Source: an optimization exercise on an open RTL-to-GDS flow (aim: small area, a short achievable clock period and few clock cycles per item). Production flows keep margins and buffers that such runs may drop. The RTL was checked by simulation tests, not by an equivalence proof against the original design. Power is estimated from default activity; no workload was simulated.

==> v18: inputs <==
==> flow/design.v <==
package cc_game_pkg;
  localparam int BOARD_DIM = 6;
  localparam int CELLS = 36;
  localparam int N_ACTIONS = 10;
  localparam int N_STRIPE_LOADS = 4;
  localparam logic [2:0] EMPTY = 3'd0;
endpackage
import cc_game_pkg::*;
module cc_match (
  input  logic [3*CELLS-1:0] color,
  output logic [CELLS-1:0]   mark,
  output logic               any
);
  logic [CELLS-1:0][2:0] c;
  logic [CELLS-1:0] ne;
  logic [CELLS-1:0] heq;   
  logic [CELLS-1:0] veq;   
  logic [CELLS-1:0] ht;    
  logic [CELLS-1:0] vt;    
  always_comb begin
    for (int i = 0; i < CELLS; i++) begin
      c[i]  = color[3*i +: 3];
      ne[i] = |c[i];
    end
    for (int i = 0; i < CELLS; i++) begin
      heq[i] = (i % 6 < 5) ? (c[i] == c[(i % 6 < 5) ? i + 1 : i]) : 1'b0;
      veq[i] = (i < 30) ? (c[i] == c[(i < 30) ? i + 6 : i]) : 1'b0;
    end
    for (int i = 0; i < CELLS; i++) begin
      ht[i] = (i % 6 < 4) ? (ne[i] && heq[i] && heq[(i % 6 < 4) ? i + 1 : i]) : 1'b0;
      vt[i] = (i < 24) ? (ne[i] && veq[i] && veq[(i < 24) ? i + 6 : i]) : 1'b0;
    end
    any = 1'b0;
    for (int i = 0; i < CELLS; i++) begin
      mark[i] = ht[i] || vt[i];
      if (i % 6 >= 1) mark[i] = mark[i] || ht[i - 1];
      if (i % 6 >= 2) mark[i] = mark[i] || ht[i - 2];
      if (i >= 6)     mark[i] = mark[i] || vt[i - 6];
      if (i >= 12)    mark[i] = mark[i] || vt[i - 12];
      any = any || ht[i] || vt[i];
    end
  end
endmodule
import cc_game_pkg::*;
module cc_game (
  input  logic       clk,
  input  logic       rst_n,
  input  logic       in_valid_1,
  input  logic [2:0] in_color,
  input  logic [5:0] in_starting_pos,
  input  logic       in_stripe,
  input  logic       in_valid_2,
  input  logic [1:0] in_action,
  output logic       out_valid,
  output logic [6:0] out_score
);
  localparam int QD = 9;   
  logic       rst_q, v1_q, v2_q, stp_q;
  logic [2:0] col_q;
  logic [7:0] in_q;   
  always_ff @(posedge clk) begin
    rst_q <= rst_n;
    v1_q  <= in_valid_1;
    v2_q  <= in_valid_2;
    col_q <= in_color;
    stp_q <= in_stripe;
    in_q  <= {in_starting_pos, in_action};
  end
  logic [CELLS-1:0][2:0] b_c;    
  logic [CELLS-1:0] b_se;    
  logic [CELLS-1:0] b_st;    
  logic [5:0] lrow, lcol;      
  logic       busy, started;
  logic [2:0] sp;              
  logic [QD-1:0][7:0] q;
  logic [3:0] qn;
  logic       ov_q;
  logic [6:0] os_q;
  assign out_valid = ov_q;
  assign out_score = os_q;
  logic [3*CELLS-1:0] flat;
  logic [CELLS-1:0]   tm;
  logic               any_tm;
  logic [CELLS-1:0]   ne;
  logic [CELLS-1:0]   be;   
  always_comb begin
    for (int i = 0; i < CELLS; i++) begin
      flat[3*i +: 3] = b_c[i];
      ne[i] = |b_c[i];
    end
    for (int col = 0; col < 6; col++) begin
      be[30 + col] = !ne[30 + col];
      for (int r = 4; r >= 0; r--) be[r*6 + col] = be[(r+1)*6 + col] || !ne[r*6 + col];
    end
  end
  cc_match u_match (.color(flat), .mark(tm), .any(any_tm));
  logic holes, lany;
  always_comb begin
    holes = 1'b0;
    for (int i = 0; i < 30; i++) holes = holes || (ne[i] && !ne[i+6]);
    lany = (|lrow) || (|lcol);
  end
  logic       rise, acc, qnz, go, grav, mchk, done, ld, swe;
  logic [7:0] head;
  logic [2:0] hr, hc;
  logic [1:0] hd;
  assign rise = v1_q && !busy;
  assign ld   = v1_q;
  assign swe  = rise || (|sp);
  assign acc  = busy && !v1_q && v2_q;
  assign qnz  = (qn != 4'd0);
  assign head = qnz ? q[0] : in_q;
  assign hr   = head[7:5];
  assign hc   = head[4:2];
  assign hd   = head[1:0];
  assign mchk = started && !holes && !lany;
  assign go   = (qnz || acc) && !holes && !lany && !(started && any_tm);
  assign grav = started && holes && !lany;
  assign done = busy && started && !v2_q && !qnz && !holes && !lany && !any_tm;
  logic [CELLS-1:0] dec;
  logic [CELLS-1:0] swh;   
  logic [CELLS-1:0] swv;   
  always_comb begin
    for (int r = 0; r < 6; r++)
      for (int c = 0; c < 6; c++)
        dec[r*6+c] = (hr == 3'(r)) && (hc == 3'(c));
    for (int r = 0; r < 6; r++)
      for (int c = 0; c < 6; c++) begin
        swh[r*6+c] = 1'b0;
        swv[r*6+c] = 1'b0;
        if (c < 5)
          swh[r*6+c] = go && ne[r*6+c] && ne[r*6+c+1] &&
                       ((dec[r*6+c] && hd == 2'd3) || (dec[r*6+c+1] && hd == 2'd2));
        if (r < 5)
          swv[r*6+c] = go && ne[r*6+c] && ne[r*6+c+6] &&
                       ((dec[r*6+c] && hd == 2'd1) || (dec[r*6+c+6] && hd == 2'd0));
      end
  end
  logic [CELLS-1:0] clr;
  logic [5:0] nlrow, nlcol;
  always_comb begin
    nlrow = '0;
    nlcol = '0;
    for (int r = 0; r < 6; r++)
      for (int c = 0; c < 6; c++) begin
        clr[r*6+c] = lrow[r] || lcol[c] || (tm[r*6+c] && mchk);
        if (clr[r*6+c] && b_se[r*6+c]) begin
          if (b_st[r*6+c]) nlcol[c] = 1'b1;
          else             nlrow[r] = 1'b1;
        end
      end
  end
  for (genvar r = 0; r < 6; r++) begin : g_row
    for (genvar c = 0; c < 6; c++) begin : g_col
      localparam int I  = r*6 + c;
      localparam int UP = (r > 0) ? I - 6 : I;
      localparam int DN = (r < 5) ? I + 6 : I;
      localparam int RT = (c < 5) ? I + 1 : I;
      localparam int LF = (c > 0) ? I - 1 : I;
      localparam int NX = (I < 35) ? I + 1 : I;
      always_ff @(posedge clk) begin
        if (ld) begin
          if (I == 35) b_c[I] <= col_q;
          else         b_c[I] <= b_c[NX];
          if (swe) begin
            if (dec[I]) begin
              b_se[I] <= 1'b1;
              b_st[I] <= stp_q;
            end else if (rise) begin
              b_se[I] <= 1'b0;
              b_st[I] <= 1'b0;
            end
          end
        end else if (grav && be[I]) begin
          if (r == 0) begin
            b_c[I] <= '0; b_se[I] <= 1'b0; b_st[I] <= 1'b0;
          end else begin
            b_c[I] <= b_c[UP]; b_se[I] <= b_se[UP]; b_st[I] <= b_st[UP];
          end
        end else if (r > 0 && swv[UP]) begin
          b_c[I] <= b_c[UP]; b_se[I] <= b_se[UP]; b_st[I] <= b_st[UP];
        end else if (r < 5 && swv[I]) begin
          b_c[I] <= b_c[DN]; b_se[I] <= b_se[DN]; b_st[I] <= b_st[DN];
        end else if (c < 5 && swh[I]) begin
          b_c[I] <= b_c[RT]; b_se[I] <= b_se[RT]; b_st[I] <= b_st[RT];
        end else if (c > 0 && swh[LF]) begin
          b_c[I] <= b_c[LF]; b_se[I] <= b_se[LF]; b_st[I] <= b_st[LF];
        end else if (clr[I]) begin
          b_c[I] <= '0; b_se[I] <= 1'b0; b_st[I] <= 1'b0;
        end
      end
    end
  end
  logic pop;
  assign pop = go && qnz;
  always_ff @(posedge clk) begin
    for (int i = 0; i < QD; i++) begin
      if (pop) begin
        if (acc && qn == 4'(i + 1)) q[i] <= in_q;
        else if (i < QD - 1)        q[i] <= q[(i < QD - 1) ? i + 1 : i];
      end else if (acc && qn == 4'(i)) begin
        q[i] <= in_q;
      end
    end
  end
  logic [6:0] empties;
  always_comb begin
    empties = '0;
    for (int c = 0; c < 6; c++)
      for (int r = 0; r < 6; r++)
        empties = empties + 7'(!ne[r*6+c]);
  end
  always_ff @(posedge clk) begin
    if (rst_q) begin
      busy    <= 1'b0;
      started <= 1'b0;
      sp      <= '0;
      qn      <= '0;
      lrow    <= '0;
      lcol    <= '0;
    end else begin
      sp   <= {sp[1:0], rise};
      lrow <= nlrow;
      lcol <= nlcol;
      if (rise) busy <= 1'b1;
      if (go && busy) started <= 1'b1;
      if (done) begin
        busy    <= 1'b0;
        started <= 1'b0;
      end
      if (acc && !(go && !qnz) && !pop) qn <= qn + 4'd1;
      else if (pop && !acc)             qn <= qn - 4'd1;
    end
    ov_q <= done && !rst_q && !rst_n;
    os_q <= (done && !rst_q && !rst_n) ? empties : 7'd0;
  end
endmodule
==> flow/run.sh <==
#!/bin/bash
# synth_recipe.tcl (not shown) runs the flow's synth.tcl, then flattens the netlist and writes it again
# the make line also repeats each setting of config.mk as NAME=value (left out here)
make -C /OpenROAD-flow-scripts/flow DESIGN_CONFIG=/design/flow/config.mk WORK_HOME=/design/flow/orfs CLKGATE_MAP_FILE= SYNTH_SCRIPT=/design/flow/synth_recipe.tcl finish
==> flow/config.mk <==
export PLATFORM = sky130hd
export DESIGN_NAME = cc_game
export DESIGN_NICKNAME = cc_game
export VERILOG_FILES = /design/flow/design.v
export SDC_FILE = /design/flow/constraint.sdc
export NUM_CORES = 8
export LEC_CHECK = 0
export CAP_MARGIN = 20
export CORE_MARGIN = 2
export CORE_UTILIZATION = 25
export PLACE_DENSITY = 0.45
export SLEW_MARGIN = 20
==> flow/constraint.sdc <==
create_clock -name core_clock -period 12.0 [get_ports {clk}]
set_input_delay 2.4000 -clock core_clock [delete_from_list [all_inputs] [get_ports {clk}]]
set_output_delay 2.4000 -clock core_clock [all_outputs]
set_load 0.01 [all_outputs]
==> inputs of v5, as changes to v18 <==
==> flow/design.v, changed modules only <==
module cc_game (
  input  logic       clk,
  input  logic       rst_n,
  input  logic       in_valid_1,
  input  logic [2:0] in_color,
  input  logic [5:0] in_starting_pos,
  input  logic       in_stripe,
  input  logic       in_valid_2,
  input  logic [1:0] in_action,
  output logic       out_valid,
  output logic [6:0] out_score
);
  localparam int QD = 9;   
  logic       rst_q, v1_q, v2_q, stp_q;
  logic [2:0] col_q;
  logic [7:0] in_q;   
  always_ff @(posedge clk) begin
    rst_q <= rst_n;
    v1_q  <= in_valid_1;
    v2_q  <= in_valid_2;
    col_q <= in_color;
    stp_q <= in_stripe;
    in_q  <= {in_starting_pos, in_action};
  end
  logic [CELLS-1:0][2:0] b_c;    
  logic [CELLS-1:0] b_se;    
  logic [CELLS-1:0] b_st;    
  logic [5:0] lrow, lcol;      
  logic       busy, started;
  logic [2:0] sp;              
  logic [QD-1:0][6:0] q;    
  logic [3:0] qn;
  logic       ov_q;
  logic [6:0] os_q;
  assign out_valid = ov_q;
  assign out_score = os_q;
  logic [3*CELLS-1:0] flat;
  logic [CELLS-1:0]   tm;
  logic               any_tm;
  logic [CELLS-1:0]   ne;
  logic [CELLS-1:0]   be;   
  always_comb begin
    for (int i = 0; i < CELLS; i++) begin
      flat[3*i +: 3] = b_c[i];
      ne[i] = |b_c[i];
    end
    for (int col = 0; col < 6; col++) begin
      be[30 + col] = !ne[30 + col];
      for (int r = 4; r >= 0; r--) be[r*6 + col] = be[(r+1)*6 + col] || !ne[r*6 + col];
    end
  end
  cc_match u_match (.color(flat), .mark(tm), .any(any_tm));
  logic holes, lany;
  always_comb begin
    holes = 1'b0;
    for (int i = 0; i < 30; i++) holes = holes || (ne[i] && !ne[i+6]);
    lany = (|lrow) || (|lcol);
  end
  logic       rise, acc, qnz, go, grav, mchk, done, ld, swe;
  logic [6:0] code, head;
  logic [2:0] hr, hc;
  logic       hv;
  assign rise = v1_q && !busy;
  assign ld   = v1_q;
  assign swe  = rise || (|sp);
  assign acc  = busy && !v1_q && v2_q;
  assign qnz  = (qn != 4'd0);
  assign code = {!in_q[1],
                 (in_q[1:0] == 2'd0 && !ld) ? in_q[7:5] - 3'd1 : in_q[7:5],
                 (in_q[1:0] == 2'd2 && !ld) ? in_q[4:2] - 3'd1 : in_q[4:2]};
  assign head = qnz ? q[0] : code;
  assign hv   = head[6];
  assign hr   = head[5:3];
  assign hc   = head[2:0];
  assign mchk = started && !holes && !lany;
  assign go   = (qnz || acc) && !holes && !lany && !(started && any_tm);
  assign grav = started && holes && !lany;
  assign done = busy && started && !v2_q && !qnz && !holes && !lany && !any_tm;
  logic [CELLS-1:0] dec, pr, clr;
  logic [5:0]       nlrow, nlcol;
  logic [4:0]       cv [CELLS];
  logic [4:0]       pv [CELLS];
  always_comb begin
    for (int i = 0; i < CELLS; i++) cv[i] = {b_c[i], b_se[i], b_st[i]};
    for (int r = 0; r < 6; r++)
      for (int c = 0; c < 6; c++)
        dec[r*6+c] = (hr == 3'(r)) && (hc == 3'(c));
    for (int r = 0; r < 6; r++)
      for (int c = 0; c < 6; c++) begin
        automatic logic hl, hr_, vt, vb;
        hl  = (c < 5) && !hv && dec[r*6+c]                        && ne[r*6+c] && ne[(c < 5) ? r*6+c+1 : 0];
        hr_ = (c > 0) && !hv && dec[(c > 0) ? r*6+c-1 : 0]        && ne[r*6+c] && ne[(c > 0) ? r*6+c-1 : 0];
        vt  = (r < 5) &&  hv && dec[r*6+c]                        && ne[r*6+c] && ne[(r < 5) ? r*6+c+6 : 0];
        vb  = (r > 0) &&  hv && dec[(r > 0) ? r*6+c-6 : 0]        && ne[r*6+c] && ne[(r > 0) ? r*6+c-6 : 0];
        pr[r*6+c] = hl || hr_ || vt || vb;
        pv[r*6+c] = ({5{hl}}  & cv[(c < 5) ? r*6+c+1 : 0]) | ({5{hr_}} & cv[(c > 0) ? r*6+c-1 : 0]) |
                    ({5{vt}}  & cv[(r < 5) ? r*6+c+6 : 0]) | ({5{vb}}  & cv[(r > 0) ? r*6+c-6 : 0]);
      end
    nlrow = '0;
    nlcol = '0;
    for (int r = 0; r < 6; r++)
      for (int c = 0; c < 6; c++) begin
        clr[r*6+c] = lrow[r] || lcol[c] || (tm[r*6+c] && mchk);
        if (clr[r*6+c] && b_se[r*6+c]) begin
          if (b_st[r*6+c]) nlcol[c] = 1'b1;
          else             nlrow[r] = 1'b1;
        end
      end
  end
  for (genvar r = 0; r < 6; r++) begin : g_row
    for (genvar c = 0; c < 6; c++) begin : g_col
      localparam int I  = r*6 + c;
      localparam int UP = (r > 0) ? I - 6 : I;
      localparam int NX = (I < 35) ? I + 1 : I;
      logic       gb, keep;
      logic [2:0] lc;
      logic [4:0] up, ns;
      logic       se_l, st_l;
      assign gb   = grav && be[I];
      assign keep = !(clr[I] || gb || ld);
      assign lc   = (I == 35) ? col_q : b_c[NX];
      assign up   = (r > 0) ? cv[UP] : 5'd0;
      assign se_l = swe ? (dec[I] || b_se[I] && !rise) : b_se[I];
      assign st_l = swe ? (dec[I] ? stp_q : b_st[I] && !rise) : b_st[I];
      assign ns   = ({5{keep}} & cv[I]) | ({5{gb}} & up) | ({5{ld}} & {lc, se_l, st_l});
      always_ff @(posedge clk) begin
        if (go && pr[I]) {b_c[I], b_se[I], b_st[I]} <= pv[I];
        else             {b_c[I], b_se[I], b_st[I]} <= ns;
      end
    end
  end
  logic pop;
  assign pop = go && qnz;
  always_ff @(posedge clk) begin
    for (int i = 0; i < QD; i++) begin
      automatic logic [6:0] nxt, stay;
      nxt  = (acc && qn == 4'(i + 1)) ? code : (i < QD - 1) ? q[(i < QD - 1) ? i + 1 : i] : 7'd0;
      stay = (acc && qn == 4'(i)) ? code : q[i];
      q[i] <= pop ? nxt : stay;
    end
  end
  logic [2:0] ecol [6];
  logic [6:0] empties;
  always_comb begin
    for (int c = 0; c < 6; c++) begin
      ecol[c][0] = (!ne[c] && ne[6+c]) || (!ne[12+c] && ne[18+c]) || (!ne[24+c] && ne[30+c]);
      ecol[c][1] = (!ne[6+c] && ne[18+c]) || !ne[30+c];
      ecol[c][2] = !ne[18+c];
    end
    empties = 7'(ecol[0]) + 7'(ecol[1]) + 7'(ecol[2]) + 7'(ecol[3]) + 7'(ecol[4]) + 7'(ecol[5]);
  end
  always_ff @(posedge clk) begin
    if (rst_q) begin
      busy    <= 1'b0;
      started <= 1'b0;
      sp      <= '0;
      qn      <= '0;
      lrow    <= '0;
      lcol    <= '0;
    end else begin
      sp   <= {sp[1:0], rise};
      lrow <= nlrow;
      lcol <= nlcol;
      if (rise) busy <= 1'b1;
      if (go && busy) started <= 1'b1;
      if (done) begin
        busy    <= 1'b0;
        started <= 1'b0;
      end
      if (acc && !(go && !qnz) && !pop) qn <= qn + 4'd1;
      else if (pop && !acc)             qn <= qn - 4'd1;
    end
    ov_q <= done && !rst_q && !rst_n;
    os_q <= (done && !rst_q && !rst_n) ? empties : 7'd0;
  end
endmodule
==> flow/flow/run.sh (new file) <==
#!/bin/bash
set -uo pipefail
MARGIN=8.5
bash standard.sh synth > synth.log 2>&1 || { echo "synthesis failed"; exit 1; }
sed 's|"\${@:-finish}"|SETUP_SLACK_MARGIN='"$MARGIN"' "${@:-finish}"|' standard.sh > tight.sh
grep -q "SETUP_SLACK_MARGIN=$MARGIN" tight.sh || { echo "could not set the margin"; exit 1; }
bash tight.sh finish > layout.log 2>&1 || { echo "layout failed"; exit 1; }
==> flow/standard.sh (new file) <==
#!/bin/bash
# synth_recipe.tcl (not shown) runs the flow's synth.tcl, then flattens the netlist and writes it again
# the make line also repeats each setting of config.mk as NAME=value (left out here)
make -C /OpenROAD-flow-scripts/flow DESIGN_CONFIG=/design/flow/config.mk WORK_HOME=/design/flow/orfs CLKGATE_MAP_FILE= SYNTH_SCRIPT=/design/flow/synth_recipe.tcl "${@:-finish}"
removed: flow/run.sh
==> notes <==
- Of v18 and v5, v18 has the higher critical path depth (gap 3).
- Against v18, the sequential share of layout area of v5 is lower by 9.5 points.
- Against v5, the register-to-register slack of v18 is worse by 2.3 ns.
- In v18 the worst setup slack is lower than in v5, by 2.3 ns.
- Clock power is about the same in v5 and v18.
- Against v5, the design area of v18 is lower by about 12%.
- Of v18 and v5, v5 has the higher non-clock buffer count (gap 320).
- Hold slack is about the same in v5 and v18.
- In v5 the core utilization is higher than in v18, by 5.6 points.
- Of v18 and v5, v5 has the higher global-route usage (gap 1.9 points).
Testbench counts of v18, summed over its fixed seeds: cycles 65,870, games 1,200.
Testbench counts of v5, summed over its fixed seeds: cycles 65,870, games 1,200.

separate check: timing with driven ports:
The flow's constraints put no driver on any port. The routed layouts listed below were extracted and timed again, unchanged, in two steps.
Step 1: set_driving_cell puts a clkbuf_16 on clk and a buf_2 on each other input, an assumption about the parent block.
Step 2, shift: input delay + t, output delay - t, t = (earliest + latest rising clock arrival at the registers) / 2. This alone moves slack from input paths to output paths.
Slacks: ideal / step 1 / step 2; pairs: ideal / step 1.
| run | shift t [ns] | setup slack, ns | worst slew at a driven data input, ns |
|---|---|---|---|
| v18 | 0.675 | 6.077 / 6.077 / 6.077 | 0.04 |
| v5 | 0.685 | 8.391 / 8.391 / 8.391 | 0.05 |
After both steps setup and hold are still met in every run listed.
